Background: an optimization exercise with open tools, aiming at small area. Do not read the settings as production practice.
RTL that was checked went through simulation tests only; none was proved equivalent to the original.
No functional check of the RTL was part of runs 1, 2, 4 and 5.
No activity file was given, so power comes from the tool's default toggle rates.

==> flow/design.v <==
package pwl_pkg;
  localparam int A_W   = 24;  
  localparam int B_W   = 16;  
  localparam int LEN_W = 16;  
  localparam int U_W   = 32;  
  localparam int Y_W   = 16;  
  localparam int T_W   = 32;  
endpackage
`timescale 1ns/100ps
module pwl_sqrt_top (
  input  logic                            clk,
  input  logic                            rst_n,
  input  logic                            in_valid,
  input  logic [pwl_pkg::A_W-1:0]         in_a,
  input  logic signed [pwl_pkg::B_W-1:0]  in_b,
  input  logic [pwl_pkg::LEN_W-1:0]       in_len,
  output logic                            in_credit,
  output logic                            out_valid,
  output logic [pwl_pkg::T_W-1:0]         out_t,
  output logic [pwl_pkg::LEN_W-1:0]       out_len,
  output logic [pwl_pkg::Y_W-1:0]         out_y0,
  output logic [pwl_pkg::Y_W-1:0]         out_y1,
  input  logic                            out_credit
);
  localparam logic [2:0] S_IDLE = 3'd0;
  localparam logic [2:0] S_SQ   = 3'd1;
  localparam logic [2:0] S_REC  = 3'd2;
  localparam logic [2:0] S_EMIT = 3'd3;
  localparam logic [2:0] S_TADD = 3'd4;
  localparam logic [2:0] S_SCAN = 3'd5;
  localparam logic [2:0] S_LEFT = 3'd6;
  localparam logic [2:0] S_MULT = 3'd7;
  logic [55:0] c2, c1, c0;
  logic        v2, v1, v0;
  logic [2:0]  st;
  logic        mw, m0, m1;
  assign mw = v0 && (st == S_IDLE);
  assign m0 = v1 && (!v0 || mw);
  assign m1 = v2 && (!v1 || m0);
  always_ff @(posedge clk) begin
    if (!rst_n) begin
      v2 <= 1'b0;
      v1 <= 1'b0;
      v0 <= 1'b0;
    end else begin
      v2 <= in_valid || (v2 && !m1);
      v1 <= m1 || (v1 && !m0);
      v0 <= m0 || (v0 && !mw);
    end
  end
  always_ff @(posedge clk) begin
    if (in_valid) c2 <= {in_a, in_b, in_len};
    if (m1)       c1 <= c2;
    if (m0)       c0 <= c1;
  end
  logic [4:0]  ph;
  logic [4:0]  cnt;
  logic [31:0] u;
  logic [15:0] b;
  logic [15:0] lf;
  logic [15:0] y0;
  logic [15:0] q;
  logic [31:0] t;
  logic [3:0]  k;
  logic        first, neg, last, s, cy, p0, p1, qd, tz;
  logic [1:0]  cred;
  logic pe, fin, tact, done;
  assign pe    = (ph == 5'd31);
  assign fin   = (cnt == 5'd16);   
  assign out_valid = (st == S_EMIT) && (ph == 5'd0) && (cred != 2'd0);
  assign tact  = out_valid || (st == S_TADD);
  assign done  = last || (lf == 16'd0);
  assign in_credit = (st == S_TADD) && pe && done;
  logic u_eff;
  assign u_eff = u[0] && !neg && !(first && (st == S_SQ) && (cnt == 5'd0) && ph[4] && ph[3]);
  logic [3:0] j;
  logic ge, win, aft, atj, pjx, bs, add_m, btap, qtap, add_r, mb;
  assign j     = cnt[3:0];
  assign ge    = (ph[3:0] >= j);
  assign win   = ph[4] ^ ge;
  assign aft   = ph[4] && ge;
  assign atj   = (ph == {1'b0, j});
  assign pjx   = !last || (atj ? lf[0] : p1);
  always_comb begin
    case (j)
      4'd0:    btap = b[0];
      4'd1:    btap = b[15];
      4'd2:    btap = b[14];
      4'd3:    btap = b[13];
      4'd4:    btap = b[12];
      4'd5:    btap = b[11];
      4'd6:    btap = b[10];
      4'd7:    btap = b[9];
      4'd8:    btap = b[8];
      4'd9:    btap = b[7];
      default: btap = b[6];
    endcase
  end
  assign qtap  = q[4'd0 - j];
  assign bs    = win ? btap : (aft ? p0 : 1'b0);
  assign add_m = bs && pjx;
  assign mb    = atj ? ((j == 4'd0) || q[0]) : p1;
  assign add_r = win && (atj || qtap) && mb;
  logic [5:0] dsum;
  logic [4:0] d;
  logic       aft_sh, at_sh, sq_b, sq_t;
  assign dsum   = {1'b0, ph} + {1'b0, cnt[3:0], 1'b0} + 6'd2;
  assign aft_sh = dsum[5];                  
  assign d      = dsum[4:0];                
  assign at_sh  = aft_sh && (d == 5'd0);
  assign sq_t   = (d == 5'd0) ? s :
                  (d == 5'd1) ? 1'b1 :
                  (d[4] && (d[3:1] != 3'd0)) ? !s :
                  (q[{cnt[2:0], 1'b0}] ^ !s);
  assign sq_b   = aft_sh && sq_t;
  logic pl;
  assign pl = last ? (!ph[4] && lf[0]) : (ph == {1'b0, k});
  logic x_a, x_b, x_ci, x_s, x_co;
  always_comb begin
    case (st)
      S_MULT:  begin x_a = u_eff; x_b = add_m;              x_ci = (ph == 5'd0) ? 1'b0 : cy; end
      S_REC:   begin x_a = u_eff; x_b = add_r;              x_ci = (ph == 5'd0) ? 1'b0 : cy; end
      S_LEFT:  begin x_a = lf[0]; x_b = !(ph == {1'b0, k}); x_ci = (ph == 5'd0) ? 1'b1 : cy; end
      S_SQ:    begin x_a = u_eff; x_b = sq_b && !fin;       x_ci = (at_sh && !fin) ? !s : ((ph == 5'd0) ? 1'b0 : cy); end
      default: begin x_a = t[0];  x_b = pl;                 x_ci = (ph == 5'd0) ? 1'b0 : cy; end
    endcase
    x_s  = x_a ^ x_b ^ x_ci;
    x_co = (x_a & x_b) | (x_a & x_ci) | (x_b & x_ci);
  end
  logic u_in, lf_in, q_in, y0_in, t_in, t_en, q_upd;
  assign u_in  = ((st == S_MULT) || (st == S_REC) || (st == S_SQ)) ? x_s : u_eff;
  assign lf_in = ((st == S_LEFT) && !ph[4]) ? x_s :
                 ((st == S_MULT) && last)   ? (lf[0] && (ph[3:0] < k)) : lf[0];
  assign q_upd = (st == S_SQ) && !ph[4];
  assign q_in  = q_upd ? ((cnt == 5'd0) ? 1'b0 : ((ph == 5'd0) ? !s : qd)) : q[0];
  assign y0_in = ((st == S_SQ) && fin && first && !ph[4]) ? q_in :
                 (tact && !ph[4]) ? q[0] : y0[0];
  assign t_en  = tact || (tz && (st != S_IDLE));
  assign t_in  = tz ? 1'b0 : x_s;
  always_ff @(posedge clk) begin
    ph  <= mw ? 5'd0 : ph + 5'd1;
    cy  <= x_co;
    qd  <= q[0];
    y0  <= {y0_in, y0[15:1]};
    q   <= {q_in, q[15:1]};
    b   <= {b[0], b[15:1]};
    if (t_en) t <= {t_in, t[31:1]};
    if (mw) begin
      u  <= {u_in, u[31:25], c0[55:32]};
      b  <= c0[31:16];
      lf <= c0[15:0];
    end else begin
      u  <= {u_in, u[31:1]};
      lf <= {lf_in, lf[15:1]};
    end
  end
  logic [3:0] kf;
  always_comb begin
    if (ph[4:1] <= 4'd2)       kf = 4'd0;
    else if (ph[4:1] >= 4'd12) kf = 4'd10;
    else                       kf = ph[4:1] - 4'd2;
  end
  always_ff @(posedge clk) begin
    if ((st == S_SCAN) && (u[0] || (ph == 5'd0))) k <= kf;
    if ((st == S_LEFT) && (ph == 5'd15)) last <= !x_co;
    if ((st == S_MULT) && win) p0 <= btap;
    if ((st == S_MULT) && atj) p1 <= lf[0];
    if ((st == S_REC) && atj)  p1 <= mb;
    if (mw || ((st == S_MULT) && pe)) s <= 1'b0;
    else if ((st == S_SQ) && !fin && pe) s <= !x_co;
    if (mw) neg <= 1'b0;
    else if ((st == S_MULT) && pe) neg <= add_m && !x_co;
    else if ((st == S_SQ) && (cnt == 5'd0) && pe) neg <= 1'b0;
  end
  always_ff @(posedge clk) begin
    if (!rst_n) begin
      st        <= S_IDLE;
      cred      <= 2'd2;
      tz        <= 1'b1;
    end else begin
      cred      <= cred + {1'b0, out_credit} - {1'b0, out_valid};
      if (tz && (st != S_IDLE) && pe) tz <= 1'b0;
      case (st)
        S_IDLE: if (mw) begin
          st    <= S_SQ;
          cnt   <= 5'd0;
          first <= 1'b1;
        end
        S_SQ: if (pe) begin
          if (fin) begin
            st  <= S_REC;
            cnt <= 5'd0;
          end else begin
            cnt <= cnt + 5'd1;
          end
        end
        S_REC: if (pe) begin
          if (cnt[3:0] == 4'd15) begin
            st    <= first ? S_SCAN : S_EMIT;
            first <= 1'b0;
          end
          cnt <= cnt + 5'd1;
        end
        S_EMIT: if (out_valid) st <= S_TADD;
        S_TADD: if (pe) st <= done ? S_IDLE : S_SCAN;
        S_SCAN: if (pe) st <= S_LEFT;
        S_LEFT: if (pe) begin
          st  <= S_MULT;
          cnt <= last ? 5'd0 : {1'b0, k};
        end
        S_MULT: if (pe) begin
          if (cnt[3:0] == k) begin
            st  <= S_SQ;
            cnt <= 5'd0;
          end else begin
            cnt <= cnt + 5'd1;
          end
        end
        default: st <= S_IDLE;
      endcase
    end
  end
  assign out_t   = t;
  assign out_y0  = y0;
  assign out_y1  = q;
  assign out_len = last ? {6'd0, lf[9:0]} : (16'd1 << k);
endmodule
==> flow/flow/run.sh <==
#!/bin/bash
# Standard ORFS layout with two changes: the smallest buffer on the ports, and a
# clock tree of small buffers in small clusters, without dummy loads.
set -euo pipefail
export BUFFER_PORTS_ARGS="-buffer_cell sky130_fd_sc_hd__buf_1"
export CTS_ARGS="-sink_clustering_enable -repair_clock_nets -dont_use_dummy_load -buf_list sky130_fd_sc_hd__clkbuf_4 -sink_clustering_size 10 -sink_clustering_max_diameter 60"
bash standard.sh finish > orfs_make.log 2>&1
==> flow/standard.sh <==
#!/bin/bash
# synth_recipe.tcl (not shown) runs the flow's synth.tcl, then flattens the netlist and writes it again
# the make line also repeats each setting of config.mk as NAME=value (left out here)
make -C /OpenROAD-flow-scripts/flow DESIGN_CONFIG=/design/flow/config.mk WORK_HOME=/design/flow/orfs CLKGATE_MAP_FILE= SYNTH_SCRIPT=/design/flow/synth_recipe.tcl "${@:-finish}"
==> flow/config.mk <==
export PLATFORM = sky130hd
export DESIGN_NAME = pwl_sqrt_top
export DESIGN_NICKNAME = pwl_sqrt_top
export VERILOG_FILES = /design/flow/design.v
export SDC_FILE = /design/flow/constraint.sdc
export NUM_CORES = 4
export LEC_CHECK = 0
export CAP_MARGIN = 20
export CORE_MARGIN = 2
export CORE_UTILIZATION = 40
export SLEW_MARGIN = 20
==> flow/constraint.sdc <==
create_clock -name core_clock -period 15.0 [get_ports {clk}]
set_input_delay 3.0000 -clock core_clock [delete_from_list [all_inputs] [get_ports {clk}]]
set_output_delay 3.0000 -clock core_clock [all_outputs]
set_load 0.01 [all_outputs]
==> results.json, run 1 <==
{
  "grt-ovfl-total": 0,
  "io_buffers": 141,
  "ff2ff_path_depth": 13,
  "synth_edf_count": 213,
  "finalSetupViolCount": 0,
  "synthToLayoutAreaGrowth_pct": 10.6,
  "final_cells": 1396,
  "setup_tns_ns": 0,
  "die-height_um": 175,
  "dpl_worst_slack_ns": 10.29,
  "clock_tree.buffer_depth": 3,
  "worst-slew-pin-transition_ns": 1.02,
  "startpoint_class": "register",
  "synth-async-reset-ratio_pct": 0,
  "syn_nets": 955,
  "crit_required_ns": 12.00,
  "wl_met1_um": 10100,
  "final_min_period_over_clock_period_pct": 36.0,
  "synth-seq-area-share_pct": 73.9,
  "dr.pass1.iters": 5,
  "synth-seq-cells": 327,
  "first_global_vias": 6509,
  "nNetsFinal": 1110,
  "layout.area.seq_mm2": 0.00868,
  "worst_setup_hold_path_clk_slew_ns": 0.11,
  "ir_worst_vdd_mv": 0.0669,
  "hold_fails_final_rpt": 0,
  "placed_cell_count": 1355,
  "status": "finished clean",
  "avgViaCountPerCell": 4.84,
  "vias": 6757,
  "wl_met3_um": 1240,
  "final.fill_count": 2648,
  "post_route_cells_drive_above_1_share_pct": 6.33,
  "worstPathMaxFanout": 30,
  "post_cts.repair.setup_buffers": 0,
  "die_x_um": 175,
  "detailedPlacementHpwl_um": 14000,
  "floorplan.core_area_mm2": 0.0288,
  "cts_resized": 0,
  "clk_root_buffer_cell": "clkbuf_4",
  "synthDominantCellAreaShare_pct": 54.5,
  "gp_congestion": 0.863,
  "post_synth_main_area_contributors": "edfxtp_1, dfxtp_1, nand2_1",
  "holdPathStages": 0,
  "post-route-drc-count": 0,
  "grt_antenna_before_repair": 1,
  "fp-row-count": 62,
  "tritoncts": "built",
  "hold_buffer_count_at_cts": 0,
  "max_cap_violations": 0,
  "crit_type": "register to output port",
  "post_synth.cell_area_avg_um2": 13.7,
  "clkSinkCount": 327,
  "antenna_left": 0,
  "hold_class": "register to register",
  "power.density_cell_area_mw_per_mm2": 172,
  "timing_max_transition_violations_final": 0,
  "numCtsBuffers": 40,
  "grt_start_max_net_pins": 61,
  "multi_input_gate_area_mm2": 0.00286,
  "global_route.usage.total_pct": 14.1,
  "worst_ep_arrival_time_ns": 2.40,
  "die-area_mm2": 0.0307,
  "setup.worst_path.end_class": "output port",
  "io_pins": 142,
  "leakage_power_nw": 4.81,
  "fin_crit_ns": 5.40,
  "ys_types": 62,
  "synth_cell_area_mm2": 0.0117,
  "global_route_wire_length_before_repair_um": 34500,
  "topRoutingLayerUsed": "met4",
  "dr_wl_met2_um": 9500,
  "final_critical_path_setup_slack_ns": 9.60,
  "ff2ff_setup_slack_ns": 10.72,
  "maxClockFrequency_ghz": 0.185,
  "slew_headroom_pct": 31.5,
  "synth_flop_cell": "edfxtp_1",
  "start_util_pct": 40.8,
  "yosys.area.top_type": "edfxtp_1",
  "drt_iter0_drc": 442,
  "htreeDepth": 2,
  "timing.clock.skew_ns": 0.117,
  "rsz0062_at_grt": "false",
  "clkLatencyLatePin_ns": 0.69,
  "final_core_util_pct": 45.1,
  "detail_route.wirelength_um": 21400,
  "netlist_instances": 858,
  "yosys_warnings": 1,
  "detail_route.wl_per_cell_um": 15.3
}
[synthesized netlist by cell type, types with 7 or more instances]
library cell	instances
a211oi_1	7
a21oi_1	21
clkbuf_1	24
dfxtp_1	114
edfxtp_1	213
ha_1	35
inv_1	25
mux2i_1	7
nand2_1	211
nand2b_1	10
nand3_1	10
nor2_1	28
nor2b_1	7
nor3_1	10
nor3b_1	9
nor4_1	8
o21ai_0	18
xnor2_1	12
[layer usage]
metal  track usage (%)  vias to the layer above
li1                  -                     3332
met5                 0                        -
met2              21.8                      205
met3              2.92                       49
met4              5.52                        0
met1              19.7                     3171
[cells in the final DEF, fill, tap and decap left out, drive strengths merged, types with 7 or more instances in the layout]
| cell | instances |
|---|---|
| nor3 | 10 |
| nor2b | 7 |
| ha | 35 |
| a21oi | 21 |
| buf | 144 |
| edfxtp | 213 |
| nand2b | 10 |
| clkbuf | 41 |
| nand2 | 211 |
| o21ai | 20 |
| inv | 25 |
| xnor2 | 13 |
| a211oi | 7 |
| nor4 | 8 |
| nor3b | 9 |
| mux2i | 7 |
| nor2 | 29 |
| nand3 | 10 |
| dfxtp | 114 |
[cell type report]
type / instances / share of cell area (%)
sequential: 327 / 66.9
clock buffer: 40 / 2.31
antenna: 1 / 0.0193
inverter: 25 / 0.723
timing repair buffer: 145 / 4.32
tap: 384 / 3.70
multi-input combinational: 474 / 22.0
[logic make-up (layout without fill, tap and decap cells)]
logic type	count (synthesis)	in the layout	share of synthesized area, %
AND/OR/NAND/NOR	321	321	12.1
adder cells (fa/ha/maj)	37	37	4.07
multiplexers	16	16	1.84
XOR/XNOR	16	16	1.26
flip-flops	327	327	73.9
other	0	1	0
buffers and inverters	57	210	1.97
AO/OA/AOI/OAI	84	84	4.80
[worst paths after layout]
| kind | startpoint | endpoint |
|---|---|---|
| max | last | out_len[3] |
| min | u[27] | u[26] |
| max reg2reg | cnt[0] | lf[15] |
| min reg2reg | u[27] | u[26] |
[critical path, cell delays in order (launching register included)]
cell	delay (ns)
edfxtp_1	0.76
o41ai_1	0.78
buf_1	0.22
[stage by stage]
step	hold slack (ns)	area [µm²]	power [mW]
3_3_place_gp	0.314	12700	1.85
3_5_place_dp	0.313	12700	1.86
2_1_floorplan	0.310	11700	1.68
5_1_grt	0.264	13000	2.39
4_1_cts	0.245	13000	2.26
6_report	0.276	13000	2.23
[registers in the layout, summed over array words and instances (netlist names), 2 cells and up]
signal  count
y0         16
ph          5
cnt         5
k           4
q          16
c0         56
cred        2
t          32
c2         56
u          32
b          16
lf         16
c1         56
st          3
[power breakdown]
part | total (mW) | leakage [nW] | internal (mW) | switching (mW)
sequential | 1.30 | 2.96 | 1.18 | 0.122
clock | 0.389 | 0.184 | 0.123 | 0.266
combinational | 0.546 | 1.67 | 0.218 | 0.328
total | 2.23 | 4.81 | 1.52 | 0.717
==> run 2: changes to the inputs <==
--- a/flow/config.mk
+++ b/flow/config.mk
@@ -5,6 +5,7 @@
 export SDC_FILE = /design/flow/constraint.sdc
 export NUM_CORES = 4
 export LEC_CHECK = 0
+export ABC_AREA = 1
 export CAP_MARGIN = 20
 export CORE_MARGIN = 2
 export CORE_UTILIZATION = 40
==> results.json, run 2 <==
{
  "status": "finished clean",
  "drt_iter0_drc": 412,
  "hold_buffer_count_at_cts": 0,
  "gp_congestion": 0.845,
  "io_pins": 142,
  "startpoint_class": "register",
  "avgViaCountPerCell": 4.59,
  "post_route_cells_drive_above_1_share_pct": 7.89,
  "synth_cell_area_mm2": 0.0120,
  "layout_commonest_cell": "nand2_1",
  "post_synth_main_area_contributors": "edfxtp_1, dfxtp_1, nand2_1",
  "timing_max_transition_violations_final": 0,
  "io_buffers": 141,
  "ir_worst_vdd_mv": 0.0712,
  "cts_resized": 0,
  "synth.most_common_cell": "nand2_1",
  "holdPathStages": 0,
  "detailed_place.area_mm2": 0.0129,
  "critical-path-max-stage-delay_ns": 0.60,
  "worst_setup_hold_path_clk_slew_ns": 0.12,
  "synthDominantCellAreaShare_pct": 53.3,
  "setup.worst_path.end_class": "output port",
  "synth_edf_count": 213,
  "ff2ff_setup_slack_ns": 11.11,
  "power.density_cell_area_mw_per_mm2": 182,
  "floorplan.core_area_mm2": 0.0296,
  "die-height_um": 177,
  "clk_root_buffer_cell": "clkbuf_4",
  "global_route.usage.total_pct": 14.3,
  "layout_common_cells": "nand2_1, edfxtp_1, buf_1, dfxtp_1, inv_1",
  "final_min_period_over_clock_period_pct": 36.6,
  "finalSetupViolCount": 0,
  "worstPathMaxFanout": 9,
  "clock_tree.buffer_depth": 3,
  "synthToLayoutAreaGrowth_pct": 10.2,
  "clkSinkCount": 327,
  "antenna_left": 0,
  "die-area_mm2": 0.0314,
  "vias": 6987,
  "crit_slowest_cell": "dfxtp_1",
  "post_synth.cell_area_avg_um2": 12.4,
  "synth-async-reset-ratio_pct": 0,
  "die_x_um": 177,
  "ys_types": 46,
  "global_route_wire_length_before_repair_um": 34900,
  "numCtsBuffers": 39,
  "detail_route.wl_per_cell_um": 14.4,
  "ff2ff_path_depth": 19,
  "timing.critical_path.cells": "ha_1 > nand2_1 > inv_1 > ha_1 > inv_1 > nor3_1 > buf_1",
  "maxClockFrequency_ghz": 0.182,
  "hold_class": "register to register",
  "first_global_vias": 6559,
  "grt_antenna_before_repair": 1,
  "synth-seq-cells": 327,
  "nNetsFinal": 1227,
  "post_cts.repair.setup_buffers": 0,
  "crit_type": "register to output port",
  "rsz0062_at_grt": "false",
  "yosys_warnings": 1,
  "synth_flop_cell": "edfxtp_1",
  "worst_ep_arrival_time_ns": 2.49,
  "detailedPlacementHpwl_um": 15000,
  "final.fill_count": 2788,
  "detail_route.wirelength_um": 22000,
  "post-route-drc-count": 0,
  "netlist_instances": 966,
  "start_util_pct": 40.6,
  "hold_fails_final_rpt": 0,
  "synth-seq-area-share_pct": 72.4,
  "grt_start_max_net_pins": 63,
  "tritoncts": "built",
  "worst-slew-pin-transition_ns": 1.02,
  "final_area_mm2": 0.0132,
  "yosys.area.top_type": "edfxtp_1",
  "crit_required_ns": 12.00,
  "fp-row-count": 63,
  "slew_headroom_pct": 31.8,
  "reg_top3": "c0 (56), c1 (56), c2 (56)",
  "clkLatencyLatePin_ns": 0.66,
  "grt-ovfl-total": 0,
  "max_cap_violations": 0,
  "setup_tns_ns": 0,
  "syn_nets": 1063,
  "dr.pass1.iters": 5,
  "timing.clock.skew_ns": 0.0658,
  "fin_crit_ns": 5.49,
  "leakage_power_nw": 5.22,
  "htreeDepth": 2,
  "most_used_standard_cells_in_the_synthesized_netlist": "nand2_1, edfxtp_1, dfxtp_1"
}
==> run 2: cell count changes after synthesis, sizes merged, moves of 7 or more <==
cell    before  now
inv         25   93
clkbuf      24    9
mux2i        7    0
nor2b        7    0
o22ai        2   12
nand2      211  268
o21ai       20   39
xnor2       13    4
nand4        6   13
nand2b      10    0
nor4         8    0
nor2        29   56
nor3b        9    1
nand3       10   43
==> run 2: cell type report <==
class	instances	area (µm²)	area share [%]
Sequential cell	327	8680	65.6
Tap cell	390	488	3.69
Antenna cell	3	7.51	0.0568
Inverter	93	362	2.74
Timing Repair Buffer	145	561	4.24
Clock buffer	39	293	2.21
Multi-Input combinational cell	524	2830	21.4
==> run 2: path summary, 6_finish.rpt <==
| path | startpoint | to |
|---|---|---|
| min | u[29] | u[28] |
| max reg2reg | cnt[0] | lf[15] |
| max | ph[2] | in_credit |
| min reg2reg | u[29] | u[28] |
==> run 2: cells by family (layout without fill, tap and decap cells) <==
family	after synthesis	after routing	synth area share (%)
buffers and inverters	115	277	4.17
other	0	3	0
AOI/OAI and AO/OA	91	91	4.45
DFF	327	327	72.4
adders and majority gates	37	37	3.98
xor gates and xnor gates	9	9	0.657
and+or+nand+nor	387	387	14.4
==> run 2: routing by layer <==
metal / share of wire [%] / vias to the layer above / GRT usage (%)
li1: - / 3586 / -
met5: 0 / - / 0
met3: 5.9 / 52 / 2.86
met4: 2.9 / 0 / 5.17
met2: 44 / 223 / 21.8
met1: 48 / 3126 / 20.1
==> run 2: stage by stage <==
stage | utilization (%) | hold slack, ns | setup slack (ns) | instances | power, mW
after detailed placement | 43.7 | 0.313 | 10.12 | 1479 | 2.05
after global routing | 44.7 | 0.345 | 9.30 | 1520 | 2.60
after global placement | 43.7 | 0.313 | 10.18 | 1479 | 2.05
after floorplan | - | 0.310 | 10.58 | 966 | 1.83
after CTS | 44.7 | 0.341 | 9.40 | 1518 | 2.44
final | 44.7 | 0.342 | 9.51 | 1521 | 2.41
==> run 2: power by group <==
part | internal (mW) | switching (mW) | total (mW) | leakage, nW
Combinational | 0.239 | 0.465 | 0.703 | 2.08
Sequential | 1.21 | 0.114 | 1.32 | 2.95
Clock | 0.120 | 0.258 | 0.378 | 0.179
==> run 2: critical path: cells and delay by family, from the launching register on <==
| family | cells | cell delay (ns) |
|---|---|---|
| adders and majority gates | 2 | 0.50 |
| DFF | 1 | 0.60 |
| and+or+nand+nor | 2 | 0.35 |
| buffers and inverters | 3 | 0.43 |
==> run 3: changes to the inputs <==
--- a/flow/design.v
+++ b/flow/design.v
@@ -74,7 +74,7 @@
   logic u_eff;
   assign u_eff = u[0] && !neg && !(first && (st == S_SQ) && (cnt == 5'd0) && ph[4] && ph[3]);
   logic [3:0] j;
-  logic ge, win, aft, atj, pjx, bs, add_m, btap, qtap, add_r, mb;
+  logic ge, win, aft, atj, pjx, bs, add_m, btap, add_r;
   assign j     = cnt[3:0];
   assign ge    = (ph[3:0] >= j);
   assign win   = ph[4] ^ ge;
@@ -96,22 +96,16 @@
       default: btap = b[6];
     endcase
   end
-  assign qtap  = q[4'd0 - j];
   assign bs    = win ? btap : (aft ? p0 : 1'b0);
   assign add_m = bs && pjx;
-  assign mb    = atj ? ((j == 4'd0) || q[0]) : p1;
-  assign add_r = win && (atj || qtap) && mb;
-  logic [5:0] dsum;
-  logic [4:0] d;
-  logic       aft_sh, at_sh, sq_b, sq_t;
-  assign dsum   = {1'b0, ph} + {1'b0, cnt[3:0], 1'b0} + 6'd2;
-  assign aft_sh = dsum[5];                  
-  assign d      = dsum[4:0];                
-  assign at_sh  = aft_sh && (d == 5'd0);
-  assign sq_t   = (d == 5'd0) ? s :
-                  (d == 5'd1) ? 1'b1 :
-                  (d[4] && (d[3:1] != 3'd0)) ? !s :
-                  (q[{cnt[2:0], 1'b0}] ^ !s);
+  assign add_r = win && (atj || q[0]) && p1;
+  logic aft_sh, eq_sh, at_sh, q_cut, sq_b, sq_t;
+  assign aft_sh = (ph[4:1] >= ~cnt[3:0]);
+  assign eq_sh  = (ph[4:1] == ~cnt[3:0]);
+  assign at_sh  = eq_sh && !ph[0];
+  assign q_cut  = ph[4] && cnt[3] && (ph[3:1] > ~cnt[2:0]);
+  assign sq_t   = eq_sh ? (ph[0] || s) :
+                  ((q[{cnt[2:0], 1'b0}] && !q_cut) ^ !s);
   assign sq_b   = aft_sh && sq_t;
   logic pl;
   assign pl = last ? (!ph[4] && lf[0]) : (ph == {1'b0, k});
@@ -132,7 +126,8 @@
   assign lf_in = ((st == S_LEFT) && !ph[4]) ? x_s :
                  ((st == S_MULT) && last)   ? (lf[0] && (ph[3:0] < k)) : lf[0];
   assign q_upd = (st == S_SQ) && !ph[4];
-  assign q_in  = q_upd ? ((cnt == 5'd0) ? 1'b0 : ((ph == 5'd0) ? !s : qd)) : q[0];
+  assign q_in  = q_upd ? ((cnt == 5'd0) ? 1'b0 : ((ph == 5'd0) ? !s : qd)) :
+                 ((st == S_REC) && ph[4]) ? qd : q[0];
   assign y0_in = ((st == S_SQ) && fin && first && !ph[4]) ? q_in :
                  (tact && !ph[4]) ? q[0] : y0[0];
   assign t_en  = tact || (tz && (st != S_IDLE));
@@ -165,7 +160,9 @@
     if ((st == S_LEFT) && (ph == 5'd15)) last <= !x_co;
     if ((st == S_MULT) && win) p0 <= btap;
     if ((st == S_MULT) && atj) p1 <= lf[0];
-    if ((st == S_REC) && atj)  p1 <= mb;
+    if ((st == S_REC) && (ph == {1'b0, cnt[2:0], 1'b1})) p0 <= q[0];
+    if ((st == S_SQ) && fin && pe) p1 <= 1'b1;
+    else if ((st == S_REC) && pe)  p1 <= p0;
     if (mw || ((st == S_MULT) && pe)) s <= 1'b0;
     else if ((st == S_SQ) && !fin && pe) s <= !x_co;
     if (mw) neg <= 1'b0;
--- a/flow/config.mk
+++ b/flow/config.mk
@@ -5,7 +5,6 @@
 export SDC_FILE = /design/flow/constraint.sdc
 export NUM_CORES = 4
 export LEC_CHECK = 0
-export ABC_AREA = 1
 export CAP_MARGIN = 20
 export CORE_MARGIN = 2
 export CORE_UTILIZATION = 40
==> results.json, run 3 <==
{
  "status": "finished clean",
  "worst_hold_slack_ns": 0.303,
  "clk_root_buffer_cell": "clkbuf_4",
  "io_pins": 142,
  "synth_simple_gate_area_share_pct": 11.8,
  "worst_ep_arrival_time_ns": 2.41,
  "fp-row-count": 62,
  "synth-async-reset-ratio_pct": 0,
  "timing.clock.skew_ns": 0.0823,
  "detailed_place.area_mm2": 0.0124,
  "dr_wl_met2_um": 8990,
  "placed_cell_count": 1335,
  "antenna_left": 0,
  "netlist_instances": 833,
  "floorplan.core_area_mm2": 0.0285,
  "crit_type": "register to output port",
  "clock_tree.buffer_depth": 3,
  "detailedPlacementHpwl_um": 13200,
  "layout_common_cells": "edfxtp_1, nand2_1, buf_1, dfxtp_1, clkbuf_4",
  "synth_flop_cell": "edfxtp_1",
  "io_buffers": 141,
  "post_route_cells_drive_above_1_share_pct": 6.87,
  "clkLatencyLatePin_ns": 0.66,
  "yosys.area.top_type": "edfxtp_1",
  "syn_nets": 925,
  "detail_route.wirelength_um": 20200,
  "synth-seq-area-share_pct": 75.5,
  "power.density_cell_area_mw_per_mm2": 179,
  "htreeDepth": 2,
  "report.power.total_mw": 2.28,
  "die-area_mm2": 0.0301,
  "global_route.usage.total_pct": 13.7,
  "final_area_mm2": 0.0127,
  "synthToLayoutAreaGrowth_pct": 11.0,
  "finalSetupViolCount": 0,
  "grt_start_max_net_pins": 62,
  "synthXorXnorAreaFrac_pct": 0.839,
  "first_global_vias": 6322,
  "rsz0062_at_grt": "false",
  "fin_crit_ns": 5.41,
  "hp-start": "u[26]",
  "hold_class": "register to register",
  "crit_required_ns": 12.00,
  "setup.worst_path.end_class": "output port",
  "final_cells": 1375,
  "start_util_pct": 40.3,
  "post_synth_main_area_contributors": "edfxtp_1, dfxtp_1, nand2_1",
  "startpoint_class": "register",
  "cts_resized": 0,
  "wl_met3_um": 1130,
  "numCtsBuffers": 39,
  "post_synth.cell_area_avg_um2": 13.8,
  "detail_route.wl_per_cell_um": 14.7,
  "hold_buffer_count_at_cts": 0,
  "setup_tns_ns": 0,
  "timing.rr.start": "cnt[0]",
  "synth.most_common_cell": "edfxtp_1",
  "post_synth_fa_ha_maj_area_fraction_pct": 3.55,
  "worst-slew-pin-transition_ns": 0.932,
  "final_min_period_over_clock_period_pct": 36.0,
  "die_x_um": 173,
  "worstPathMaxFanout": 9,
  "r2r_end": "u[31]",
  "hold-path-endpoint": "u[25]",
  "nNetsFinal": 1084,
  "hold_fails_final_rpt": 0,
  "ys_types": 56,
  "tritoncts": "built",
  "holdPathStages": 0,
  "vias": 6440,
  "avgViaCountPerCell": 4.68,
  "leakage_power_nw": 4.74,
  "gp_congestion": 0.858,
  "drt_iter0_drc": 415,
  "ir_worst_vdd_mv": 0.0737,
  "final_critical_path_setup_slack_ns": 9.59,
  "layout_commonest_cell": "edfxtp_1",
  "clkSinkCount": 327,
  "synth_cell_area_mm2": 0.0115,
  "synthDominantCellAreaShare_pct": 55.5,
  "synth_edf_count": 212,
  "yosys_warnings": 1,
  "post_cts.repair.setup_buffers": 0,
  "compound_gate_fraction_of_synth_area_pct": 4.98,
  "die-height_um": 173,
  "final_core_util_pct": 44.7,
  "topRoutingLayerUsed": "met4",
  "dr.pass1.iters": 5,
  "grt-ovfl-total": 0,
  "ff2ff_setup_slack_ns": 11.26,
  "reg_top3": "c0 (56), c1 (56), c2 (56)",
  "dpl_worst_slack_ns": 10.25,
  "synth-seq-cells": 327,
  "timing_max_transition_violations_final": 0,
  "most_used_standard_cells_in_the_synthesized_netlist": "edfxtp_1, nand2_1, dfxtp_1",
  "worst_setup_hold_path_clk_slew_ns": 0.11,
  "grt_antenna_before_repair": 1,
  "slew_headroom_pct": 37.9,
  "maxClockFrequency_ghz": 0.185,
  "ff2ff_path_depth": 14,
  "max_cap_violations": 0,
  "global_route_wire_length_before_repair_um": 32900,
  "wl_met1_um": 9400,
  "largest_family_of_logic_cells_by_synthesized_area": "simple AND/OR/NAND/NOR gates",
  "post-route-drc-count": 0,
  "yosys-mux-area-fraction_pct": 1.50
}
## run 3: kinds of logic after synthesis
kind of cell               count (synthesis)
muxes                                     14
xor gates and xnor gates                  11
and+or+nand+nor                          312
AOI/OAI and AO/OA                         84
adders and majority gates                 32
DFF                                      327
buffers and inverters                     53
## run 3: final cells by class
cell class              instances  area (µm²)
clock buffers                  39         293
fillers                      2603       15700
multi-input cells             453        2630
inverters                      25        93.8
diodes                          1        2.50
well taps                     384         480
flip-flops and latches        327        8670
repair buffers                146         568
## run 3: worst max-delay path: stages, from the launching register on
cell and delay [ns]:
dfxtp_1 0.42, inv_1 0.23, ha_1 0.18, nand3b_1 0.24, nor3_1 0.50, buf_1 0.20
## run 3: how the worst max path moves through the flow
stage,from,end,depth (start not counted)
3_5_place_dp,ph[3],out_valid,5
5_1_grt,ph[3],out_valid,5
6_report,ph[3],out_valid,5
4_1_cts,ph[3],out_valid,5
3_3_place_gp,ph[3],out_valid,5
2_1_floorplan,st[0],c0[0],4
## run 3: power by group
group | switching (mW) | internal (mW) | total (mW)
combinational | 0.351 | 0.213 | 0.564
clock | 0.253 | 0.120 | 0.373
sequential | 0.132 | 1.21 | 1.34
total | 0.736 | 1.54 | 2.28
## run 3: layer usage
metal | track usage, % | vias to the layer above
met4 | 5.44 | 0
met2 | 21.3 | 198
met3 | 3.09 | 52
met5 | 0 | -
li1 | - | 3247
met1 | 18.7 | 2943
==> run 4: changes to the inputs <==
--- a/flow/design.v
+++ b/flow/design.v
@@ -74,29 +74,14 @@
   logic u_eff;
   assign u_eff = u[0] && !neg && !(first && (st == S_SQ) && (cnt == 5'd0) && ph[4] && ph[3]);
   logic [3:0] j;
-  logic ge, win, aft, atj, pjx, bs, add_m, btap, add_r;
+  logic ge, win, aft, atj, pjx, bs, add_m, add_r, bd;
   assign j     = cnt[3:0];
   assign ge    = (ph[3:0] >= j);
   assign win   = ph[4] ^ ge;
   assign aft   = ph[4] && ge;
   assign atj   = (ph == {1'b0, j});
-  assign pjx   = !last || (atj ? lf[0] : p1);
-  always_comb begin
-    case (j)
-      4'd0:    btap = b[0];
-      4'd1:    btap = b[15];
-      4'd2:    btap = b[14];
-      4'd3:    btap = b[13];
-      4'd4:    btap = b[12];
-      4'd5:    btap = b[11];
-      4'd6:    btap = b[10];
-      4'd7:    btap = b[9];
-      4'd8:    btap = b[8];
-      4'd9:    btap = b[7];
-      default: btap = b[6];
-    endcase
-  end
-  assign bs    = win ? btap : (aft ? p0 : 1'b0);
+  assign pjx   = last ? (atj ? lf[0] : p1) : (j == k);
+  assign bs    = win ? b[0] : (aft ? p0 : 1'b0);
   assign add_m = bs && pjx;
   assign add_r = win && (atj || q[0]) && p1;
   logic aft_sh, eq_sh, at_sh, q_cut, sq_b, sq_t;
@@ -138,7 +123,8 @@
     qd  <= q[0];
     y0  <= {y0_in, y0[15:1]};
     q   <= {q_in, q[15:1]};
-    b   <= {b[0], b[15:1]};
+    bd  <= b[0];
+    b   <= {((st == S_MULT) && ph[4]) ? bd : b[0], b[15:1]};
     if (t_en) t <= {t_in, t[31:1]};
     if (mw) begin
       u  <= {u_in, u[31:25], c0[55:32]};
@@ -158,7 +144,7 @@
   always_ff @(posedge clk) begin
     if ((st == S_SCAN) && (u[0] || (ph == 5'd0))) k <= kf;
     if ((st == S_LEFT) && (ph == 5'd15)) last <= !x_co;
-    if ((st == S_MULT) && win) p0 <= btap;
+    if ((st == S_MULT) && win) p0 <= b[0];
     if ((st == S_MULT) && atj) p1 <= lf[0];
     if ((st == S_REC) && (ph == {1'b0, cnt[2:0], 1'b1})) p0 <= q[0];
     if ((st == S_SQ) && fin && pe) p1 <= 1'b1;
@@ -203,10 +189,10 @@
         S_SCAN: if (pe) st <= S_LEFT;
         S_LEFT: if (pe) begin
           st  <= S_MULT;
-          cnt <= last ? 5'd0 : {1'b0, k};
+          cnt <= 5'd0;
         end
         S_MULT: if (pe) begin
-          if (cnt[3:0] == k) begin
+          if (cnt[3:0] == 4'd15) begin
             st  <= S_SQ;
             cnt <= 5'd0;
           end else begin
==> results.json, run 4 <==
{
  "first_global_vias": 6170,
  "leakage_power_nw": 4.70,
  "endpoint": "out_valid",
  "hold_buffer_count_at_cts": 0,
  "r2r_end": "lf[15]",
  "avgViaCountPerCell": 4.70,
  "maxClockFrequency_ghz": 0.187,
  "detailedPlacementHpwl_um": 13000,
  "drt_iter0_drc": 394,
  "global_route.usage.total_pct": 13.6,
  "synth.most_common_cell": "edfxtp_1",
  "worst_hold_slack_ns": 0.277,
  "numCtsBuffers": 41,
  "compound_gate_fraction_of_synth_area_pct": 4.66,
  "yosys-mux-area-fraction_pct": 1.13,
  "synth_cell_area_mm2": 0.0114,
  "final_min_period_over_clock_period_pct": 35.7,
  "cts_resized": 0,
  "hp-start": "u[30]",
  "detail_route.wirelength_um": 20000,
  "grt_start_max_net_pins": 58,
  "setup_tns_ns": 0,
  "post_route_cells_drive_above_1_share_pct": 6.15,
  "synth_flop_cell": "edfxtp_1",
  "power.density_cell_area_mw_per_mm2": 171,
  "io_buffers": 141,
  "htreeDepth": 2,
  "crit_type": "register to output port",
  "wl_met1_um": 9090,
  "yosys.area.top_type": "edfxtp_1",
  "fin_crit_ns": 5.35,
  "start_util_pct": 40.8,
  "timing.rr.start": "cnt[0]",
  "floorplan.core_area_mm2": 0.0279,
  "worstPathMaxFanout": 9,
  "hold_fails_final_rpt": 0,
  "die-height_um": 173,
  "io_pins": 142,
  "detail_route.wl_per_cell_um": 14.8,
  "antenna_left": 0,
  "synthToLayoutAreaGrowth_pct": 11.1,
  "post-route-drc-count": 0,
  "rsz0062_at_grt": "false",
  "die_x_um": 173,
  "final_core_util_pct": 45.3,
  "tritoncts": "built",
  "synth_edf_count": 212,
  "syn_nets": 910,
  "worst-slew-pin-transition_ns": 1.00,
  "post_synth.cell_area_avg_um2": 13.9,
  "most_used_standard_cells_in_the_synthesized_netlist": "edfxtp_1, nand2_1, dfxtp_1",
  "setup.worst_path.end_class": "output port",
  "fp-row-count": 61,
  "ff2ff_path_depth": 15,
  "post_synth_fa_ha_maj_area_fraction_pct": 3.48,
  "hold_class": "register to register",
  "synth-seq-cells": 328,
  "layout_commonest_cell": "edfxtp_1",
  "topRoutingLayerUsed": "met4",
  "placed_cell_count": 1313,
  "layout_common_cells": "edfxtp_1, nand2_1, buf_1, dfxtp_1, nor2_1",
  "vias": 6363,
  "ir_worst_vdd_mv": 0.0640,
  "global_route_wire_length_before_repair_um": 32500,
  "finalSetupViolCount": 0,
  "dr.pass1.iters": 5,
  "clkSinkCount": 328,
  "synthXorXnorAreaFrac_pct": 0.771,
  "status": "finished clean",
  "clock_tree.buffer_depth": 3,
  "post_synth_main_area_contributors": "edfxtp_1, dfxtp_1, nand2_1",
  "worst_setup_path_startpoint": "ph[3]",
  "dr_wl_met2_um": 9250,
  "gp_congestion": 0.849,
  "die-area_mm2": 0.0298,
  "synth_simple_gate_area_share_pct": 11.7,
  "grt_antenna_before_repair": 1,
  "crit_required_ns": 12.00,
  "ff2ff_setup_slack_ns": 11.14,
  "netlist_instances": 819,
  "clkLatencyLatePin_ns": 0.69,
  "grt-ovfl-total": 0,
  "slew_headroom_pct": 32.8,
  "post_cts.repair.setup_buffers": 0,
  "reg_top3": "c0 (56), c1 (56), c2 (56)",
  "clk_root_buffer_cell": "clkbuf_4",
  "synth-seq-area-share_pct": 76.5,
  "final_cells": 1355,
  "worst_setup_hold_path_clk_slew_ns": 0.11,
  "max_cap_violations": 0,
  "nNetsFinal": 1069,
  "startpoint_class": "register",
  "worst_ep_arrival_time_ns": 2.35,
  "wl_met3_um": 1010,
  "timing.clock.skew_ns": 0.109,
  "ys_types": 55,
  "synth-async-reset-ratio_pct": 0,
  "synthDominantCellAreaShare_pct": 56.0,
  "timing_max_transition_violations_final": 0,
  "largest_family_of_logic_cells_by_synthesized_area": "simple AND/OR/NAND/NOR gates",
  "yosys_warnings": 1
}
==> run 4: routing by layer <==
layer | up-vias | track usage, %
li1 | 3190 | -
met1 | 2928 | 18.0
met2 | 192 | 21.8
met3 | 53 | 2.81
met4 | 0 | 5.95
met5 | - | 0
==> run 4: report_power, final <==
group          total (mW)  switching (mW)  internal [mW]
Clock               0.390           0.264          0.126
Combinational       0.470           0.291          0.178
Sequential           1.30           0.113           1.19
Total                2.16           0.668           1.49
==> run 4: how the worst min path moves through the flow <==
stage,endpoint,cells after the start,slack (ns)
after floorplan,u[24],0,0.31
after global routing,u[29],0,0.27
after detailed placement,u[26],0,0.32
final,u[29],0,0.28
after CTS,u[29],0,0.24
after global placement,u[27],0,0.31
==> run 4: area by class of cell <==
cell class	instances	area, µm²
antenna	1	2.50
clock buffer	41	308
fill	2520	15200
inverter	21	78.8
multi-input combinational	441	2510
sequential	328	8690
tap	378	473
timing repair buffer	145	561
==> run 4: worst max-delay path, stage by stage (launching register included) <==
cell and delay (ns):
dfxtp_1 0.43, inv_1 0.24, ha_1 0.21, nand3b_1 0.18
nor3_1 0.50, buf_1 0.20
==> run 4: cell families (layout without fill, tap and decap cells) <==
group           after synthesis  count (layout)
compound gates               77              77
xor+xnor                     10              10
fa+ha+maj                    31              31
buf+inv                      50             207
flops                       328             328
mux                          10              10
other cells                   0               1
simple gates                313             313
==> run 4: metrics by stage <==
step	worst slack, ns	total power, mW	cell area (µm²)
after floorplan	10.72	1.62	11400
after global placement	10.26	1.79	12300
after detailed placement	10.23	1.80	12300
after CTS	9.56	2.20	12600
after global routing	9.49	2.31	12600
final	9.65	2.16	12600
==> run 5: changes to the inputs <==
--- a/flow/config.mk
+++ b/flow/config.mk
@@ -7,5 +7,5 @@
 export LEC_CHECK = 0
 export CAP_MARGIN = 20
 export CORE_MARGIN = 2
-export CORE_UTILIZATION = 40
+export CORE_UTILIZATION = 65
 export SLEW_MARGIN = 20
==> results.json, run 5 <==
{
  "synth_edf_count": 212,
  "layout_common_cells": "edfxtp_1, nand2_1, buf_1, dfxtp_1, nor2_1",
  "multi_input_gate_area_mm2": 0.00251,
  "timing.clock.skew_ns": 0.0313,
  "netSwitchingPower_mw": 0.668,
  "setup.worst_path.end_class": "output port",
  "hold_fails_final_rpt": 0,
  "globalRouteMet1Util_pct": 29.5,
  "grt_start_max_net_pins": 63,
  "floorplan.core_area_mm2": 0.0172,
  "clk_root_buffer_cell": "clkbuf_4",
  "worstPathMaxFanout": 9,
  "grt_use_met3_pct": 4.29,
  "io_buffers": 141,
  "pint_mw": 1.49,
  "power.clock.fraction_pct": 16.9,
  "clkSinkCount": 328,
  "detailed_place.area_mm2": 0.0121,
  "tritoncts": "built",
  "power_frac_comb_pct": 22.2,
  "final_core_util_pct": 72.2,
  "post-route-drc-count": 0,
  "worst_setup_hold_path_clk_slew_ns": 0.12,
  "worst-slew-pin-transition_ns": 0.887,
  "global_route_wire_length_before_repair_um": 31200,
  "die-height_um": 136,
  "crit_required_ns": 12.00,
  "netlist_instances": 819,
  "layout.area.seq_mm2": 0.00869,
  "final_area_mm2": 0.0124,
  "detail_route.wirelength_um": 19700,
  "grt_antenna_before_repair": 1,
  "synth_flop_cell": "edfxtp_1",
  "die_x_um": 136,
  "synth.most_common_cell": "edfxtp_1",
  "ys_types": 55,
  "maxClockFrequency_ghz": 0.187,
  "timing_max_transition_violations_final": 0,
  "power.sequential.fraction_pct": 60.8,
  "vias": 6500,
  "nNetsFinal": 1066,
  "syn_nets": 910,
  "fin_crit_ns": 5.35,
  "numCtsBuffers": 38,
  "rsz0062_at_grt": "false",
  "final_min_period_over_clock_period_pct": 35.7,
  "crit_type": "register to output port",
  "synth-seq-cells": 328,
  "yosys.area.top_type": "edfxtp_1",
  "io_pins": 142,
  "power.density_cell_area_mw_per_mm2": 174,
  "post_synth.cell_area_avg_um2": 13.9,
  "grt_use_met2_pct": 36.3,
  "max_cap_violations": 0,
  "start_util_pct": 66.1,
  "synth-seq-area-share_pct": 76.5,
  "status": "finished clean",
  "layout_commonest_cell": "edfxtp_1",
  "avgViaCountPerCell": 5.42,
  "final.fill_count": 1179,
  "report.power.total_mw": 2.16,
  "clock_tree.buffer_depth": 3,
  "synth_cell_area_mm2": 0.0114,
  "die-area_mm2": 0.0186,
  "slew_headroom_pct": 40.5,
  "grt-ovfl-total": 0,
  "synth-async-reset-ratio_pct": 0,
  "detail_route.wl_per_cell_um": 16.4,
  "proportion_of_total_power_due_to_net_switching_pct": 31.0,
  "cts_resized": 0,
  "global_route.usage.total_pct": 21.8,
  "most_used_standard_cells_in_the_synthesized_netlist": "edfxtp_1, nand2_1, dfxtp_1",
  "hold_class": "register to register",
  "drt_iter0_drc": 423,
  "post_synth_main_area_contributors": "edfxtp_1, dfxtp_1, nand2_1",
  "post_route_cells_drive_above_1_share_pct": 5.86,
  "yosys_warnings": 1,
  "busiest_layer": "met2",
  "htreeDepth": 2,
  "post_cts.repair.setup_buffers": 0,
  "synthToLayoutAreaGrowth_pct": 9.21,
  "detailedPlacementHpwl_um": 13400,
  "worst_ep_arrival_time_ns": 2.35,
  "dr.pass1.iters": 5,
  "synthDominantCellAreaShare_pct": 56.0,
  "reg_top3": "c0 (56), c1 (56), c2 (56)",
  "first_global_vias": 6311,
  "ir_worst_vdd_mv": 0.114,
  "antenna_left": 0,
  "hold_buffer_count_at_cts": 0,
  "startpoint_class": "register",
  "leakage_power_nw": 4.69,
  "finalSetupViolCount": 0,
  "setup_tns_ns": 0,
  "gp_congestion": 0.905,
  "fp-row-count": 48,
  "clkLatencyLatePin_ns": 0.62
}
==> run 5: cell counts after synthesis <==
No cell type changed its count.
==> run 5: worst max-delay path, cell delays in order (launching register included) <==
cell and delay [ns]:
dfxtp_1 0.57, ha_1 0.21, and2_1 0.18, ha_1 0.28, nand3_1 0.10, nor2_1 0.21, buf_1 0.18
==> run 5: logic make-up (layout without fill, tap and decap cells) <==
logic type | count (synthesis) | count (layout) | synth area share (%)
xor gates and xnor gates | 10 | 10 | 0.771
AOI/OAI and AO/OA | 77 | 77 | 4.66
buffers and inverters | 50 | 204 | 1.74
other | 0 | 2 | 0
DFF | 328 | 328 | 76.5
muxes | 10 | 10 | 1.13
adders and majority gates | 31 | 31 | 3.48
and+or+nand+nor | 313 | 313 | 11.7
==> run 5: worst paths after layout <==
kind	depth (start not counted)	start	slack, ns	endpoint
setup / recovery	6	ph[3]	9.65	in_credit
hold / removal	0	u[29]	0.34	u[28]
setup reg to reg	14	cnt[0]	11.12	u[31]
hold reg to reg	0	u[29]	0.34	u[28]
==> run 5: power by group through the flow <==
stage | Combinational [mW] | Sequential, mW | Clock, mW
floorplan | 0.304 | 1.32 | 0
global route | 0.540 | 1.34 | 0.407
global placement | 0.470 | 1.31 | 0
CTS | 0.479 | 1.31 | 0.378
detailed placement | 0.477 | 1.33 | 0
finish | 0.479 | 1.31 | 0.365
==> run 5: layout make-up <==
type                       count  area share [%]
multi-input combinational    441            20.2
clock buffer                  38            2.30
antenna                        2          0.0403
tap                          225            2.27
sequential                   328            70.0
inverter                      21           0.635
timing repair buffer         145            4.52
==> run 5: metrics by stage <==
step | instances | hold slack, ns | worst slack, ns
after floorplan | 819 | 0.310 | 10.72
after global placement | 1160 | 0.313 | 10.37
after detailed placement | 1160 | 0.312 | 10.32
after CTS | 1198 | 0.337 | 9.61
after global routing | 1200 | 0.340 | 9.46
final | 1200 | 0.335 | 9.65
==> run 5: layer usage <==
metal	wire length [µm]	vias to the layer above	part of all wire (%)
met5	0	-	0
met4	366	0	1.9
met3	1150	30	5.8
met2	9670	223	49
met1	8500	3074	43
li1	-	3173	-
==> run 6: changes to the inputs <==
--- a/flow/design.v
+++ b/flow/design.v
@@ -54,7 +54,7 @@
     if (m0)       c0 <= c1;
   end
   logic [4:0]  ph;
-  logic [4:0]  cnt;
+  logic [3:0]  cnt;
   logic [31:0] u;
   logic [15:0] b;
   logic [15:0] lf;
@@ -64,18 +64,18 @@
   logic [3:0]  k;
   logic        first, neg, last, s, cy, p0, p1, qd, tz;
   logic [1:0]  cred;
-  logic pe, fin, tact, done;
+  logic pe, rec0, tact, done;
   assign pe    = (ph == 5'd31);
-  assign fin   = (cnt == 5'd16);   
+  assign rec0  = (st == S_REC) && (cnt == 4'd0);   
   assign out_valid = (st == S_EMIT) && (ph == 5'd0) && (cred != 2'd0);
   assign tact  = out_valid || (st == S_TADD);
   assign done  = last || (lf == 16'd0);
   assign in_credit = (st == S_TADD) && pe && done;
   logic u_eff;
-  assign u_eff = u[0] && !neg && !(first && (st == S_SQ) && (cnt == 5'd0) && ph[4] && ph[3]);
+  assign u_eff = u[0] && !neg && !(first && (st == S_SQ) && (cnt == 4'd0) && ph[4] && ph[3]);
   logic [3:0] j;
   logic ge, win, aft, atj, pjx, bs, add_m, add_r, bd;
-  assign j     = cnt[3:0];
+  assign j     = cnt;
   assign ge    = (ph[3:0] >= j);
   assign win   = ph[4] ^ ge;
   assign aft   = ph[4] && ge;
@@ -83,10 +83,10 @@
   assign pjx   = last ? (atj ? lf[0] : p1) : (j == k);
   assign bs    = win ? b[0] : (aft ? p0 : 1'b0);
   assign add_m = bs && pjx;
-  assign add_r = win && (atj || q[0]) && p1;
+  assign add_r = win && (atj || (ph[4] ? q[0] : q_in)) && p1;
   logic aft_sh, eq_sh, at_sh, q_cut, sq_b, sq_t;
-  assign aft_sh = (ph[4:1] >= ~cnt[3:0]);
-  assign eq_sh  = (ph[4:1] == ~cnt[3:0]);
+  assign aft_sh = (ph[4:1] >= ~cnt);
+  assign eq_sh  = (ph[4:1] == ~cnt);
   assign at_sh  = eq_sh && !ph[0];
   assign q_cut  = ph[4] && cnt[3] && (ph[3:1] > ~cnt[2:0]);
   assign sq_t   = eq_sh ? (ph[0] || s) :
@@ -100,7 +100,7 @@
       S_MULT:  begin x_a = u_eff; x_b = add_m;              x_ci = (ph == 5'd0) ? 1'b0 : cy; end
       S_REC:   begin x_a = u_eff; x_b = add_r;              x_ci = (ph == 5'd0) ? 1'b0 : cy; end
       S_LEFT:  begin x_a = lf[0]; x_b = !(ph == {1'b0, k}); x_ci = (ph == 5'd0) ? 1'b1 : cy; end
-      S_SQ:    begin x_a = u_eff; x_b = sq_b && !fin;       x_ci = (at_sh && !fin) ? !s : ((ph == 5'd0) ? 1'b0 : cy); end
+      S_SQ:    begin x_a = u_eff; x_b = sq_b;               x_ci = at_sh ? !s : ((ph == 5'd0) ? 1'b0 : cy); end
       default: begin x_a = t[0];  x_b = pl;                 x_ci = (ph == 5'd0) ? 1'b0 : cy; end
     endcase
     x_s  = x_a ^ x_b ^ x_ci;
@@ -110,10 +110,10 @@
   assign u_in  = ((st == S_MULT) || (st == S_REC) || (st == S_SQ)) ? x_s : u_eff;
   assign lf_in = ((st == S_LEFT) && !ph[4]) ? x_s :
                  ((st == S_MULT) && last)   ? (lf[0] && (ph[3:0] < k)) : lf[0];
-  assign q_upd = (st == S_SQ) && !ph[4];
-  assign q_in  = q_upd ? ((cnt == 5'd0) ? 1'b0 : ((ph == 5'd0) ? !s : qd)) :
-                 ((st == S_REC) && ph[4]) ? qd : q[0];
-  assign y0_in = ((st == S_SQ) && fin && first && !ph[4]) ? q_in :
+  assign q_upd = ((st == S_SQ) || rec0) && !ph[4];
+  assign q_in  = q_upd ? (((st == S_SQ) && (cnt == 4'd0)) ? 1'b0 : ((ph == 5'd0) ? !s : qd)) :
+                 ((st == S_REC) && ph[4]) ? ((rec0 && (ph[3:0] == 4'd0)) ? q[15] : qd) : q[0];
+  assign y0_in = (rec0 && first && !ph[4]) ? q_in :
                  (tact && !ph[4]) ? q[0] : y0[0];
   assign t_en  = tact || (tz && (st != S_IDLE));
   assign t_in  = tz ? 1'b0 : x_s;
@@ -146,14 +146,14 @@
     if ((st == S_LEFT) && (ph == 5'd15)) last <= !x_co;
     if ((st == S_MULT) && win) p0 <= b[0];
     if ((st == S_MULT) && atj) p1 <= lf[0];
-    if ((st == S_REC) && (ph == {1'b0, cnt[2:0], 1'b1})) p0 <= q[0];
-    if ((st == S_SQ) && fin && pe) p1 <= 1'b1;
+    if ((st == S_REC) && (ph == {1'b0, cnt[2:0], 1'b1})) p0 <= q_in;
+    if ((st == S_SQ) && pe && (cnt == 4'd15)) p1 <= 1'b1;
     else if ((st == S_REC) && pe)  p1 <= p0;
     if (mw || ((st == S_MULT) && pe)) s <= 1'b0;
-    else if ((st == S_SQ) && !fin && pe) s <= !x_co;
+    else if ((st == S_SQ) && pe) s <= !x_co;
     if (mw) neg <= 1'b0;
     else if ((st == S_MULT) && pe) neg <= add_m && !x_co;
-    else if ((st == S_SQ) && (cnt == 5'd0) && pe) neg <= 1'b0;
+    else if ((st == S_SQ) && (cnt == 4'd0) && pe) neg <= 1'b0;
   end
   always_ff @(posedge clk) begin
     if (!rst_n) begin
@@ -170,33 +170,29 @@
           first <= 1'b1;
         end
         S_SQ: if (pe) begin
-          if (fin) begin
-            st  <= S_REC;
-            cnt <= 5'd0;
-          end else begin
-            cnt <= cnt + 5'd1;
-          end
+          if (cnt == 4'd15) st <= S_REC;
+          cnt <= cnt + 4'd1;
         end
         S_REC: if (pe) begin
-          if (cnt[3:0] == 4'd15) begin
+          if (cnt == 4'd15) begin
             st    <= first ? S_SCAN : S_EMIT;
             first <= 1'b0;
           end
-          cnt <= cnt + 5'd1;
+          cnt <= cnt + 4'd1;
         end
         S_EMIT: if (out_valid) st <= S_TADD;
         S_TADD: if (pe) st <= done ? S_IDLE : S_SCAN;
         S_SCAN: if (pe) st <= S_LEFT;
         S_LEFT: if (pe) begin
           st  <= S_MULT;
-          cnt <= 5'd0;
+          cnt <= 4'd0;
         end
         S_MULT: if (pe) begin
-          if (cnt[3:0] == 4'd15) begin
+          if (cnt == 4'd15) begin
             st  <= S_SQ;
-            cnt <= 5'd0;
+            cnt <= 4'd0;
           end else begin
-            cnt <= cnt + 5'd1;
+            cnt <= cnt + 4'd1;
           end
         end
         default: st <= S_IDLE;
--- a/flow/config.mk
+++ b/flow/config.mk
@@ -5,7 +5,8 @@
 export SDC_FILE = /design/flow/constraint.sdc
 export NUM_CORES = 4
 export LEC_CHECK = 0
+export ABC_AREA = 1
 export CAP_MARGIN = 20
 export CORE_MARGIN = 2
-export CORE_UTILIZATION = 65
+export CORE_UTILIZATION = 40
 export SLEW_MARGIN = 20
==> results.json, run 6 <==
{
  "synthDominantCellAreaShare_pct": 55.8,
  "slew_headroom_pct": 46.7,
  "most_used_standard_cells_in_the_synthesized_netlist": "edfxtp_1, nand2_1, dfxtp_1",
  "post_synth_fa_ha_maj_area_fraction_pct": 3.37,
  "final_core_util_pct": 45.3,
  "dr.pass1.iters": 5,
  "post_cts.repair.setup_buffers": 0,
  "nNetsFinal": 1136,
  "fp-row-count": 61,
  "global_route_wire_length_before_repair_um": 31300,
  "synth.most_common_cell": "edfxtp_1",
  "r2r_end": "u[31]",
  "floorplan.core_area_mm2": 0.0279,
  "leakage_power_nw": 4.79,
  "crit_required_ns": 12.00,
  "holdPathStages": 0,
  "power.clock.fraction_pct": 17.9,
  "pint_mw": 1.48,
  "avgViaCountPerCell": 4.58,
  "yosys.area.top_type": "edfxtp_1",
  "timing.rr.start": "cnt[1]",
  "synthToLayoutAreaGrowth_pct": 11.3,
  "post_synth_main_area_contributors": "edfxtp_1, dfxtp_1, nand2_1",
  "fin_crit_ns": 5.50,
  "grt_start_max_net_pins": 74,
  "post_route_cells_drive_above_1_share_pct": 7.18,
  "layout_commonest_cell": "edfxtp_1",
  "ff2ff_path_depth": 18,
  "clk_root_buffer_cell": "clkbuf_4",
  "io_pins": 142,
  "rsz0062_at_grt": "false",
  "hold_fails_final_rpt": 0,
  "crit_type": "register to output port",
  "final_area_mm2": 0.0126,
  "max_cap_violations": 0,
  "gp_congestion": 0.839,
  "hold_class": "register to register",
  "reg_top3": "c0 (56), c1 (56), c2 (56)",
  "synth_flop_cell": "edfxtp_1",
  "grt-ovfl-total": 0,
  "clkLatencyLatePin_ns": 0.66,
  "power.density_cell_area_mw_per_mm2": 170,
  "synth-seq-area-share_pct": 76.3,
  "start_util_pct": 40.7,
  "setup.worst_path.end_class": "output port",
  "worst_ep_arrival_time_ns": 2.50,
  "synth_cell_area_mm2": 0.0113,
  "drt_iter0_drc": 408,
  "detail_route.wl_per_cell_um": 13.8,
  "detail_route.wirelength_um": 19700,
  "hp-start": "u[31]",
  "htreeDepth": 2,
  "final_min_period_over_clock_period_pct": 36.6,
  "first_global_vias": 6241,
  "post-route-drc-count": 0,
  "numCtsBuffers": 40,
  "ys_types": 41,
  "layout_common_cells": "edfxtp_1, nand2_1, buf_1, dfxtp_1, inv_1",
  "proportion_of_total_power_due_to_net_switching_pct": 31.4,
  "netSwitchingPower_mw": 0.676,
  "setup_tns_ns": 0,
  "die-area_mm2": 0.0297,
  "compound_gate_fraction_of_synth_area_pct": 4.34,
  "detailed_place.area_mm2": 0.0123,
  "largest_family_of_logic_cells_by_synthesized_area": "simple AND/OR/NAND/NOR gates",
  "io_buffers": 141,
  "syn_nets": 965,
  "die-height_um": 172,
  "maxClockFrequency_ghz": 0.182,
  "antenna_left": 0,
  "power.sequential.fraction_pct": 59.9,
  "ir_worst_vdd_mv": 0.0590,
  "tritoncts": "built",
  "hold_buffer_count_at_cts": 0,
  "synth-async-reset-ratio_pct": 0,
  "power_frac_comb_pct": 22.3,
  "die_x_um": 172,
  "worstPathMaxFanout": 9,
  "status": "finished clean",
  "worst_setup_hold_path_clk_slew_ns": 0.11,
  "synth_edf_count": 211,
  "timing.clock.skew_ns": 0.0693,
  "clkSinkCount": 327,
  "startpoint_class": "register",
  "vias": 6517,
  "yosys-mux-area-fraction_pct": 0,
  "yosys_warnings": 1,
  "clock_tree.buffer_depth": 3,
  "grt_antenna_before_repair": 1,
  "synthXorXnorAreaFrac_pct": 0.386,
  "hold-path-endpoint": "u[30]",
  "ff2ff_setup_slack_ns": 11.37,
  "finalSetupViolCount": 0,
  "cts_resized": 0,
  "timing_max_transition_violations_final": 0,
  "detailedPlacementHpwl_um": 12800,
  "post_synth.cell_area_avg_um2": 13.0,
  "netlist_instances": 875,
  "synth_simple_gate_area_share_pct": 12.1,
  "global_route.usage.total_pct": 13.5,
  "synth-seq-cells": 327,
  "worst-slew-pin-transition_ns": 0.799
}
[run 6: cell types whose count changed after synthesis, sizes merged, moves of 6 or more]
cell	before	now
buf	3	12
clkbuf	26	5
inv	21	82
nand2	204	214
nand2b	13	0
nand3	7	39
nor2	44	58
nor2b	9	0
nor4	7	1
o21ai	13	43
o22ai	0	10
xnor2	9	3
[run 6: stage by stage]
stage	setup WS [ns]	hold slack, ns	instances	power [mW]
after floorplan	10.63	0.310	875	1.61
after global placement	10.16	0.314	1382	1.78
after detailed placement	10.13	0.314	1382	1.79
after CTS	9.41	0.288	1422	2.18
after global routing	9.23	0.283	1423	2.31
final	9.50	0.285	1423	2.15
[run 6: cell families after synthesis]
group | Yosys count
simple gates | 327
flops | 327
buf+inv | 99
compound gates | 87
fa+ha+maj | 30
xor+xnor | 5
[run 6: power groups by stage]
stage	Sequential [mW]	Clock, mW	Combinational, mW
2_1_floorplan	1.31	0	0.302
3_3_place_gp	1.31	0	0.477
3_5_place_dp	1.31	0	0.482
4_1_cts	1.29	0.409	0.484
5_1_grt	1.31	0.445	0.556
6_report	1.29	0.385	0.479
[run 6: cell type report]
type	instances	area (µm²)
Tap cell	378	473
Antenna cell	1	2.50
Multi-Input combinational cell	449	2310
Fill cell	2608	15200
Clock buffer	40	300
Inverter	82	313
Sequential cell	327	8660
Timing Repair Buffer	146	568
[run 6: metal layers]
layer	vias to the layer above	part of all wire (%)	global-route usage [%]	routed length, µm
met5	-	0	0	0
met4	0	2.8	5.41	544
met3	44	5.7	2.72	1130
li1	3302	-	-	-
met1	2973	46	17.8	9020
met2	198	46	22.0	8990
[run 6: worst max path at each step]
| stage | start | end | slack (ns) | depth (start not counted) |
|---|---|---|---|---|
| 5_1_grt | ph[2] | in_credit | 9.23 | 7 |
| 6_report | ph[2] | in_credit | 9.50 | 7 |
| 3_5_place_dp | ph[2] | in_credit | 10.13 | 7 |
| 4_1_cts | ph[2] | in_credit | 9.41 | 7 |
| 2_1_floorplan | ph[2] | in_credit | 10.63 | 6 |
| 3_3_place_gp | ph[2] | in_credit | 10.16 | 7 |
[run 6: worst max-delay path: stages, from the launching register on]
cell	delay, ns
dfxtp_1	0.56
ha_1	0.22
nand2_1	0.06
inv_1	0.07
ha_1	0.26
inv_1	0.16
nor3_1	0.35
buf_1	0.19

## separate check: timing with driven ports
How much do the figures lean on ideal ports? The routed layouts below were timed once more, with nothing changed but the port constraints. Step 1 assumes that a clkbuf_16 drives the clock port and a buf_2 every other input. Step 2 times the ports against the registers' clock, not the clock port: input delays grow and output delays shrink by t, the midpoint of the rising clock arrivals with the driver on. Three values: no drivers, after step 1, after step 2; two values: the first two.
| run | shift t [ns] | slack for setup (ns) | worst setup path after step 2 |
|---|---|---|---|
| run 1 | 0.660 | 9.605 / 9.562 / 10.222 | register to output |
| run 2 | 0.668 | 9.514 / 9.473 / 10.141 | register to output |
| run 3 | 0.656 | 9.593 / 9.553 / 10.209 | register to output |
| run 4 | 0.660 | 9.651 / 9.610 / 10.270 | register to output |
| run 5 | 0.640 | 9.651 / 9.615 / 10.255 | register to output |
| run 6 | 0.662 | 9.504 / 9.465 / 10.127 | register to output |
After both steps setup and hold are still met in every run listed.
